This design comes from an exercise in tuning for small area, a short achievable clock period and few clock cycles per item on the open sky130 flow, not from production work. At most, simulation tests tie the RTL to the original design; equivalence was not proved. Power figures rest on the tool's default switching activity, not on a simulated workload.

==> flow/design.v (excerpt) <==
module flash_loader_top #(
    parameter int SEGMENT_WORDS   = 16,
    parameter int FLASH_ADDR_BITS = 12
) (
    input  logic                                    clk,
    input  logic                                    reset_n,
    input  logic                                    stb_i,
    input  logic                                    we_i,
    input  logic [flash_loader_pkg::BUS_WIDTH-1:0]  adr_wr_i,
    input  logic [flash_loader_pkg::BUS_WIDTH-1:0]  adr_rd_i,
    input  logic [flash_loader_pkg::BUS_WIDTH-1:0]  dat_i,
    output logic [flash_loader_pkg::BUS_WIDTH-1:0]  dat_o,
    output logic                                    ack_o,
    input  logic                                    fill_we_i,
    input  logic [$clog2(SEGMENT_WORDS):0]          fill_addr_i,
    input  logic [flash_loader_pkg::WORD_WIDTH-1:0] fill_data_i,
    output logic                                    ping_busy_o,
    output logic                                    pong_busy_o,
    output logic                                    done_o,
    output logic                                    flash_valid_o,
    output logic [FLASH_ADDR_BITS-1:0]              flash_addr_o,
    output logic [flash_loader_pkg::WORD_WIDTH-1:0] flash_data_o,
    input  logic                                    flash_ready_i
);
For scale: about 2400 cells after synthesis, about 120 I/O pins, about 0.042 mm^2 of cells after synthesis.
export LEC_CHECK = 0
export CAP_MARGIN = 20
export CORE_MARGIN = 2
export CORE_UTILIZATION = 40
export CTS_BUF_LIST = sky130_fd_sc_hd__clkbuf_8
export CTS_CLUSTER_DIAMETER = 70
export CTS_CLUSTER_SIZE = 14
export SETUP_SLACK_MARGIN = 2.0
export SLEW_MARGIN = 20
export SYNTH_HIERARCHICAL = 1
export SYNTH_MINIMUM_KEEP_SIZE = 0
create_clock -name core_clock -period 5.0 [get_ports {clk}]
run.sh (not shown) runs the stock make flow with config.mk's settings and CLKGATE_MAP_FILE= SYNTH_SCRIPT=/design/flow/synth_recipe.tcl, a recipe that flattens the netlist after the stock synthesis.
Testbench counts at the start, summed over its fixed seeds: cycles 27,394, words 21,815.
Rerun with:
--- a/flow/design.v
+++ b/flow/design.v
@@ -38,28 +38,29 @@
     output logic       y_o
 );
     assign y_o = ~|a_i;
 endmodule
 module loader_nor2 (
     input  logic [1:0] a_i,
     output logic       y_o
 );
     assign y_o = ~|a_i;
 endmodule
 module loader_dec5 (
+    input  logic        en_i,
     input  logic [4:0]  a_i,
     output logic [31:0] y_o
 );
     always_comb begin
         for (int i = 0; i < 32; i++) begin
-            y_o[i] = (a_i == 5'(i));
+            y_o[i] = en_i & (a_i == 5'(i));
         end
     end
 endmodule
 module loader_a41o (
     input  logic [3:0] a_i,
     input  logic       b_i,
     output logic       y_o
 );
     assign y_o = (&a_i) | b_i;
 endmodule
 module loader_nand4 (
@@ -171,45 +172,40 @@
     always_comb begin
         case (adr_rd_i[2:0])
             3'd0:    lo_mux = data_q[0];
             3'd1:    lo_mux = data_q[1];
             3'd2:    lo_mux = data_q[2];
             3'd3:    lo_mux = data_q[3];
             3'd4:    lo_mux = {5'b0, pong_busy_o, ping_busy_o, done_o};
             default: lo_mux = '0;
         endcase
     end
     assign dat_o = {BUS_WIDTH{hi_zero_a & hi_zero_b}} & lo_mux;
-    localparam int SLOTS = WORDS - 1;
-    logic [WORD_WIDTH-1:0] mem [SLOTS];
+    logic [WORD_WIDTH-1:0] mem [WORDS];
     logic [WORD_WIDTH-1:0] rd_data;
     logic [WORDS-1:0]      rd_sel;
-    logic [WORDS-1:0]      wr_slot;
-    logic [WORDS-1:0]      wr_sel;
     logic [CNT_BITS-1:0]   wr_cnt_q;    
     logic [CNT_BITS-1:0]   rd_cnt_q;    
-    logic [PTR_BITS-1:0]   wr_ptr_q;    
-    logic [PTR_BITS-1:0]   rd_ptr_q;    
-    loader_dec5 wr_dec_inst (.a_i(wr_ptr_q), .y_o(wr_slot));
-    loader_dec5 rd_dec_inst (.a_i(rd_ptr_q), .y_o(rd_sel));
-    assign wr_sel = wr_slot & {WORDS{fill_we_i}};
+    logic [WORDS-1:0]      wr_sel;
+    loader_dec5 wr_dec_inst (.en_i(fill_we_i), .a_i(fill_addr_i), .y_o(wr_sel));
+    loader_dec5 rd_dec_inst (.en_i(1'b1), .a_i(rd_cnt_q[PTR_BITS-1:0]), .y_o(rd_sel));
     always_ff @(posedge clk) begin
-        for (int i = 0; i < SLOTS; i++) begin
+        for (int i = 0; i < WORDS; i++) begin
             if (wr_sel[i]) begin
                 mem[i] <= fill_data_i;
             end
         end
     end
     always_comb begin
         rd_data = '0;
-        for (int i = 0; i < SLOTS; i++) begin
+        for (int i = 0; i < WORDS; i++) begin
             rd_data = rd_data | ({WORD_WIDTH{rd_sel[i]}} & mem[i]);
         end
     end
     logic                       running_q;
     logic                       first_q;      
     logic                       occ_q;        
     logic [1:0]                 full_q;
     logic                       half_q;       
     logic                       half_last_q;  
     logic [FLASH_ADDR_BITS-1:0] addr_q;
     logic [WORD_WIDTH-1:0]      out_q;
@@ -228,52 +224,46 @@
     assign load   = (~occ_q | xfer) & (wr_cnt_q != rd_cnt_q) & more;
     assign finish = running_q & ~first_q & at_end & (~occ_q | xfer)
                   & (wr_cnt_q[IDX_BITS-1:0] == '0);
     always_ff @(posedge clk or negedge reset_n) begin
         if (!reset_n) begin
             running_q <= 1'b0;
             done_o    <= 1'b0;
             first_q   <= 1'b1;
             occ_q     <= 1'b0;
             wr_cnt_q  <= '0;
             rd_cnt_q  <= '0;
-            wr_ptr_q  <= '0;
-            rd_ptr_q  <= '0;
             full_q    <= '0;
         end else begin
             if (finish) begin
                 running_q <= 1'b0;
                 done_o    <= 1'b1;
                 first_q   <= 1'b1;
                 occ_q     <= 1'b0;
                 wr_cnt_q  <= '0;
                 rd_cnt_q  <= '0;
-                wr_ptr_q  <= '0;
-                rd_ptr_q  <= '0;
                 full_q    <= '0;
             end else begin
                 if (fill_start) begin
                     running_q <= 1'b1;
                     done_o    <= 1'b0;
                 end
                 if (load) begin
                     first_q  <= 1'b0;
                     occ_q    <= 1'b1;
                     rd_cnt_q <= rd_cnt_q + 1'b1;
-                    rd_ptr_q <= (rd_ptr_q == PTR_BITS'(SLOTS - 1)) ? '0 : rd_ptr_q + 1'b1;
                 end else if (xfer) begin
                     occ_q    <= 1'b0;
                 end
                 if (fill_we_i) begin
                     wr_cnt_q <= wr_cnt_q + 1'b1;
-                    wr_ptr_q <= (wr_ptr_q == PTR_BITS'(SLOTS - 1)) ? '0 : wr_ptr_q + 1'b1;
                 end
                 for (int h = 0; h < 2; h++) begin
                     if (fill_we_i && fill_addr_i == {1'(h), IDX_BITS'(SEGMENT_WORDS - 1)}) begin
                         full_q[h] <= 1'b1;
                     end else if (xfer && half_last_q && half_q == 1'(h)) begin
                         full_q[h] <= 1'b0;
                     end
                 end
             end
         end
     end
After rerunning: Cell area goes up slightly. Worst hold slack gains 0.015 ns. Worst setup slack loses 0.051 ns. Global-route usage goes up by 0.88 points. Area after synthesis goes up slightly. Non-clock buffer count goes up by 14. Combinational power goes down by a quarter to a third.
Only the layout flow was run in the second run of this note; the RTL was not checked for function there.

[afterwards: timing with drivers on the ports]
The results above use ideal ports. As a check the final layouts listed here were re-extracted and re-timed, cells and wires unchanged. Step 1 assumes that a clkbuf_16 drives the clock port and a buf_2 every other input. Step 2 adds t to the input delays and takes it off the output delays; t is the mean of the earliest and latest rising clock arrival at the registers after step 1. Input paths then give back, and output paths get back, about the clock's delay inside the block. Slacks: no drivers / after step 1 / after step 2; pairs: no drivers / after step 1.
run	shift t [ns]	slack for setup (ns)	worst setup path after step 2	clock arrival spread, ns
the first run	0.821	1.998 / 1.957 / 1.484	input to register	0.055 / 0.055
the second run	0.832	1.948 / 1.976 / 1.149	input to register	0.069 / 0.069
After both steps setup and hold are still met in every run listed. The setup slack of the second run, which loses most, moves by +0.028 ns with the drivers and by -0.799 ns with both steps.
